Context: an optimization exercise on an open-source flow, tuned for small area, a short achievable clock period and few clock cycles per item. The choices shown serve that exercise and are no tape-out recipe.
Only simulation tests tie the RTL to the original design; equivalence was not proved.

## rgbw_linear_fade_engine
module rgbw_linear_fade_engine #(
  parameter int LEVEL_BITS = 10
) (
  input  logic                  clk,
  input  logic                  rst,
  input  logic                  in_valid,
  output logic                  in_ready,
  input  logic                  cmd,
  input  logic [LEVEL_BITS-1:0] channel_0,
  input  logic [LEVEL_BITS-1:0] channel_1,
  input  logic [LEVEL_BITS-1:0] channel_2,
  input  logic [LEVEL_BITS-1:0] channel_3,
  input  logic                  fade_on,
  output logic                  out_valid,
  input  logic                  out_ready,
  output logic [LEVEL_BITS-1:0] drive_0,
  output logic [LEVEL_BITS-1:0] drive_1,
  output logic [LEVEL_BITS-1:0] drive_2,
  output logic [LEVEL_BITS-1:0] drive_3,
  output logic                  fade_done,
  input  logic                  cfg_valid,
  output logic                  cfg_ready,
  input  logic [7:0]            cfg_data
);
Size: roughly 220 flip-flops, about 99 I/O pins, about 15,000 µm² of cells after synthesis.
Settings: LEC_CHECK=0, CAP_MARGIN=20, CORE_MARGIN=2, CORE_UTILIZATION=40, SETUP_SLACK_MARGIN=4, SLEW_MARGIN=20, TNS_END_PERCENT=100; clock period 8.5 ns.
run.sh (not shown) runs the stock make flow with config.mk's settings and CLKGATE_MAP_FILE= SYNTH_SCRIPT=/design/flow/synth_recipe.tcl, a recipe that flattens the netlist after the stock synthesis.
The starting point passed the timing, DRC and antenna checks.
Testbench counts at the start, summed over its fixed seeds: cycles 41,136, results 13,995.
Change:
--- a/flow/config.mk
+++ b/flow/config.mk
@@ -10,2 +10,2 @@
-export CORE_UTILIZATION = 40
-export SETUP_SLACK_MARGIN = 4
+export CORE_UTILIZATION = 50
+export SETUP_SLACK_MARGIN = 4.5
@@ -13 +12,0 @@
-export TNS_END_PERCENT = 100
=> Count of clock-buffer cells in the layout is lower by 4. Global-route usage is higher by 4.9 points. Die area is lower by 20%. Worst hold slack improves by 0.022 ns. Design area is about the same.
Change:
--- a/flow/config.mk
+++ b/flow/config.mk
@@ -10,2 +10,4 @@
-export CORE_UTILIZATION = 50
-export SETUP_SLACK_MARGIN = 4.5
+export CORE_UTILIZATION = 40
+export CTS_CLUSTER_DIAMETER = 60
+export CTS_CLUSTER_SIZE = 30
+export SETUP_SLACK_MARGIN = 4.75
=> The new run finished with timing, DRC and antenna clean. First-iteration DRC count is higher by 13%. Maximum frequency is higher by about 5.5%. Global-route usage is lower by 5.0 points. Utilization is lower by 11 points. Cell area is higher by 3.1%. Final cell count is higher by 6.4%. Wire length is higher by 3.2%.
Change:
--- a/flow/config.mk
+++ b/flow/config.mk
@@ -10,4 +10,2 @@
-export CORE_UTILIZATION = 40
-export CTS_CLUSTER_DIAMETER = 60
-export CTS_CLUSTER_SIZE = 30
-export SETUP_SLACK_MARGIN = 4.75
+export CORE_UTILIZATION = 65
+export SETUP_SLACK_MARGIN = 5
The new run completed without violations.
Cell area is higher by 2.0%.
Non-clock buffer count is higher by 21.
Setup slack degrades by 0.063 ns.

* * *

== JK ==
Starting RTL as in the previous note.
==> flow/design.v (excerpt) <==
module rgbw_linear_fade_engine #(
  parameter int LEVEL_BITS = 10
) (
  input  logic                  clk,
  input  logic                  rst,
  input  logic                  in_valid,
  output logic                  in_ready,
  input  logic                  cmd,
  input  logic [LEVEL_BITS-1:0] channel_0,
  input  logic [LEVEL_BITS-1:0] channel_1,
  input  logic [LEVEL_BITS-1:0] channel_2,
  input  logic [LEVEL_BITS-1:0] channel_3,
  input  logic                  fade_on,
  output logic                  out_valid,
  input  logic                  out_ready,
  output logic [LEVEL_BITS-1:0] drive_0,
  output logic [LEVEL_BITS-1:0] drive_1,
  output logic [LEVEL_BITS-1:0] drive_2,
  output logic [LEVEL_BITS-1:0] drive_3,
  output logic                  fade_done,
  input  logic                  cfg_valid,
  output logic                  cfg_ready,
  input  logic [7:0]            cfg_data
);
Settings: LEC_CHECK=0, CAP_MARGIN=20, CORE_MARGIN=2, CORE_UTILIZATION=40, CTS_CLUSTER_DIAMETER=100, CTS_CLUSTER_SIZE=40, SETUP_SLACK_MARGIN=4.75, SLEW_MARGIN=20; clock period 8.5 ns.
Testbench counts of JK, summed over its fixed seeds: cycles 41,136, results 13,995.
> inputs changed (JK -> MS)
- a deleted CTS_CLUSTER_SIZE that had been 40
- a change of SETUP_SLACK_MARGIN from 4.75 to 5
- a deleted CTS_CLUSTER_DIAMETER that had been 100
--- outcome ---
Wire length of the first global-routing pass, JK and MS: larger value in MS
Looking at JK and MS, the number of multi-input combinational cells is a wash.
Non-clock buffer count: MS vs JK up 53
Across both runs, global-route met2 utilization was higher for MS than for JK.
The higher share of cell area taken by multi-input logic gates of JK and MS is in JK.
| length of routed met3 wiring | MS vs JK | 38% higher |
Comparing pin count of the biggest net entering global routing for JK and MS, the smaller number came from JK.
Met1 layer wirelength in the final routing: MS vs JK up 870 um
Inputs modified between MS and AL:
- CTS_CLUSTER_SIZE: unset -> 40
- SETUP_SLACK_MARGIN: 5 -> 4.75
- CTS_CLUSTER_DIAMETER: unset -> 60
Notes after the runs:
Hold slack: AL worse than MS
AL against MS: post-route standard cell area excluding fillers went down about 6.6%; post-synthesis instance area stayed essentially flat; multi-input combinational cell count level.
AL vs MS — global routing met1 resource utilization dropped 0.82 points.
In AL, the final wirelength came out 8.0% below the value in MS.
The inputs of TR differ from those of AL as listed below.
- CTS_CLUSTER_SIZE: 40 -> unset
- CTS_CLUSTER_DIAMETER: 60 -> unset
- SETUP_SLACK_MARGIN: 4.75 -> 4.5
Results
Layout sequential cell count of TR is on par with AL. Compared with AL, placement density in the core of TR is lower. Final-layout clock-cell area share: TR and AL compared, lower one is AL. The first-pass GRT wire length of TR and that of AL are within noise of each other. Comparing TR and AL, the higher maximum single-stage delay on the critical path was measured on TR. AL → TR: global-route usage held steady, final worst-path setup slack shrank by 220 ps, routed wire length shrank by 500 um. Fmax: TR below AL.

re-timing with driven ports:
No port has a modelled driver above. Below, the same layouts with a new extraction and two added sets of constraints. Step 1 (the two cells are an assumption about what drives the block):
set clk [get_ports {clk}]
set_driving_cell -lib_cell sky130_fd_sc_hd__clkbuf_16 $clk
set_driving_cell -lib_cell sky130_fd_sc_hd__buf_2 [delete_from_list [all_inputs] $clk]
Step 2 also shifts input and output timing later by t, the mid clock arrival at the registers, as if the neighbouring blocks saw the same clock. Slacks: ideal / step 1 / step 2; pairs: ideal / step 1.
run	t (ns)	slack for setup (ns)	latest minus earliest clock arrival (ns)
the first run of note 1	0.593	4.142 / 4.142 / 3.852	0.036 / 0.036
the second run of note 1	0.591	4.644 / 4.644 / 4.164	0.020 / 0.021
the third run of note 1	0.590	4.847 / 4.847 / 4.300	0.034 / 0.034
the fourth run of note 1	0.585	4.784 / 4.784 / 4.506	0.019 / 0.019
JK	0.548	4.887 / 4.918 / 4.369	0.034 / 0.035
MS	0.601	4.934 / 4.934 / 4.395	0.032 / 0.031
AL	0.590	4.847 / 4.847 / 4.300	0.034 / 0.034
TR	0.605	4.623 / 4.623 / 4.101	0.026 / 0.025
After both steps setup and hold are still met in every run listed.
